Background: an optimization exercise with open tools, aiming at small area. Do not read the settings as production practice.
The RTL was checked by simulation tests, not by an equivalence proof against the original design.
Power and IR drop assume default switching activity. No driver is modelled on the clock port, so clocking that relies on it looks cheaper here than on a real chip.

## sha256_msg_padder
module sha256_msg_padder #(
  parameter int MAX_NIB = 128,
  parameter int CNT_W   = 8
) (
  input  logic         clk,
  input  logic         rst_n,
  input  logic         in_valid,
  output logic         in_ready,
  input  logic [3:0]   in_nibble,
  input  logic         in_last,
  output logic         blk_valid,
  input  logic         blk_ready,
  output logic [511:0] blk_data,
  output logic         blk_last,
  output logic [63:0]  msg_bits,
  output logic         ovf,
  output logic [1:0]   dbg_state
);
Size in the first run: roughly 1,300 cells after synthesis, roughly 530 flip-flops, roughly 590 I/O pins, roughly 17,000 sq um of cells after synthesis.
Settings: LEC_CHECK=0, CAP_MARGIN=20, CORE_AREA=2 2 170 170, DIE_AREA=0 0 172 172, SLEW_MARGIN=20; clock period 6.5 ns.
standard.sh (not shown) runs the stock make flow with config.mk's settings and CLKGATE_MAP_FILE= SYNTH_SCRIPT=/design/flow/synth_recipe.tcl, a recipe that flattens the netlist after the stock synthesis.
==> flow/flow/run.sh <==
#!/bin/bash
# Standard layout, with the port buffers taken as the smallest buffer cell and
# a clock tree of larger sink clusters without dummy loads.
set -euo pipefail
export BUFFER_PORTS_ARGS="-buffer_cell sky130_fd_sc_hd__buf_1"
export CTS_ARGS="-sink_clustering_enable -repair_clock_nets -dont_use_dummy_load -sink_clustering_size 40 -sink_clustering_max_diameter 50 -buf_list sky130_fd_sc_hd__clkbuf_16"
bash standard.sh finish > standard.log 2>&1
The first run ran to the end with no violations.
Next try:
==> flow/flow/run.sh (replaced) <==
#!/bin/bash
# Standard layout, with the port buffers taken as the smallest buffer cell and
# a clock tree of larger sink clusters without dummy loads.
set -euo pipefail
export BUFFER_PORTS_ARGS="-buffer_cell sky130_fd_sc_hd__buf_1"
export CTS_ARGS="-sink_clustering_enable -repair_clock_nets -dont_use_dummy_load -sink_clustering_size 30 -sink_clustering_max_diameter 80 -buf_list sky130_fd_sc_hd__clkbuf_16"
bash standard.sh finish > standard.log 2>&1
After rerunning: The changed run produced a clean layout. Worst setup slack improves by 0.044 ns. Die area stays the same. Global-route usage falls by 0.20 points. Non-clock buffer count stays the same. Total power falls by 9.3%.

Setup of JK:
sha256_msg_padder again, from the RTL that the note above started with.
clock: 6.5 ns
lec_check: 0
cap_margin: 20
core_area: 2 2 170 170
die_area: 0 0 172 172
slew_margin: 20
==> flow/flow/run.sh <==
#!/bin/bash
# Standard layout, with the port buffers taken as the smallest buffer cell and
# a clock tree of larger sink clusters without dummy loads.
set -euo pipefail
export BUFFER_PORTS_ARGS="-buffer_cell sky130_fd_sc_hd__buf_1"
export CTS_ARGS="-sink_clustering_enable -repair_clock_nets -dont_use_dummy_load -sink_clustering_size 34 -sink_clustering_max_diameter 90 -buf_list \"sky130_fd_sc_hd__clkbuf_4 sky130_fd_sc_hd__clkbuf_8 sky130_fd_sc_hd__clkbuf_16\""
bash standard.sh finish > standard.log 2>&1
JK finished end to end and its layout was clean on timing, DRC and antenna.
For MS, these inputs were changed with respect to JK:
==> flow/flow/run.sh <==
#!/bin/bash
# Standard layout, with the port buffers taken as the smallest buffer cell and
# a clock tree of larger sink clusters without dummy loads.
set -euo pipefail
export BUFFER_PORTS_ARGS="-buffer_cell sky130_fd_sc_hd__buf_1"
export CTS_ARGS="-sink_clustering_enable -repair_clock_nets -dont_use_dummy_load -sink_clustering_size 34 -sink_clustering_max_diameter 90 -buf_list sky130_fd_sc_hd__clkbuf_16 -root_buf sky130_fd_sc_hd__clkbuf_4"
bash standard.sh finish > standard.log 2>&1
Notes after the runs:
- Delta(global-route track usage on met1, MS - JK) < 0
- Buffer share of cell area of MS is on par with JK.
- There was hardly any difference in total global routing track utilization between JK and MS.
- | final hold slack | MS vs JK | ≈ equal |
- In MS, relative area change from synthesis to final layout is lower than in JK.
- Looking at via count, MS sits about 0.8% lower than JK does.
- MS ends up with a shortest period the worst path allows that is 0.12 ns higher than in JK.
- On register-to-register path setup slack, MS and JK are basically level.
- Comparing instance count on the critical path for MS and JK, the bigger number came from JK.
- On area after synthesis, JK tracks MS almost exactly.
What AL does differently from MS at the input level:
==> flow/flow/run.sh <==
#!/bin/bash
# Standard layout, with the port buffers taken as the smallest buffer cell and
# a clock tree of larger sink clusters without dummy loads.
set -euo pipefail
export BUFFER_PORTS_ARGS="-buffer_cell sky130_fd_sc_hd__buf_1"
export CTS_ARGS="-sink_clustering_enable -repair_clock_nets -dont_use_dummy_load -sink_clustering_size 30 -sink_clustering_max_diameter 80 -buf_list sky130_fd_sc_hd__clkbuf_16"
bash standard.sh finish > standard.log 2>&1
diff --git a/flow/config.mk b/flow/config.mk
--- a/flow/config.mk
+++ b/flow/config.mk
@@ -7,5 +7,5 @@
 export LEC_CHECK = 0
 export CAP_MARGIN = 20
-export CORE_AREA = 2 2 170 170
-export DIE_AREA = 0 0 172 172
+export CORE_AREA = 2 2 203 113
+export DIE_AREA = 0 0 205 115
 export SLEW_MARGIN = 20
Notes after the runs:
- Diff AL..MS | number of standard cells after synthesis | unchanged
- Compared to MS, AL leaves less free space in the core.
- Remaining routing DRC violations: AL vs MS identical
- Ratio of final minimum period to clock period for AL is lower than for MS.
- Re post-detailed-routing wire length: MS and AL aren't equal, and the lower value belongs to MS.
- Relative to MS, via count has gone up in AL.
- Going from MS to AL, the die area was shrunk.
- The highest routing layer actually used comes out met4 in one run and met5 in the other, namely in AL and MS respectively.
- Power density over the cells ended up about 3.4% higher on AL than on MS.
- On post-layout instance area, MS and AL are neck and neck.
- Looking only at cell depth of the worst flop-to-flop path, and setting everything else aside, the higher value of MS and AL goes to AL.

==> static timing again, ports no longer ideal <==
How much do the figures lean on ideal ports? The routed layouts below were timed once more, with nothing changed but the port constraints.
Step 1 (the two cells are an assumption about what drives the block):
set clk [get_ports {clk}]
set_driving_cell -lib_cell sky130_fd_sc_hd__clkbuf_16 $clk
set_driving_cell -lib_cell sky130_fd_sc_hd__buf_2 [delete_from_list [all_inputs] $clk]
Step 2 also shifts input and output timing later by t, the mid clock arrival at the registers, as if the neighbouring blocks saw the same clock.
Three values: ideal, step 1, step 2; two values: the first two.
| run | shift t [ns] | slack for setup (ns) | worst setup path at the end | slew at the worst register clock pin (ns) | cell pins on the clock port's net |
|---|---|---|---|---|---|
| the first run of note 1 | 0.556 | 3.492 / 3.499 / 2.943 | input to register | 0.08 / 0.08 | 1 |
| the second run of note 1 | 0.583 | 3.536 / 3.545 / 2.963 | input to register | 0.11 / 0.11 | 1 |
| JK | 0.573 | 3.546 / 3.551 / 2.979 | input to register | 0.12 / 0.12 | 1 |
| MS | 0.784 | 3.427 / 3.378 / 2.979 | input to register | 0.12 / 0.12 | 1 |
| AL | 0.574 | 3.528 / 3.478 / 2.950 | input to register | 0.11 / 0.11 | 1 |
After both steps setup and hold are still met in every run listed. The setup slack of AL, which loses most, moves by -0.050 ns with the drivers and by -0.578 ns with both steps.
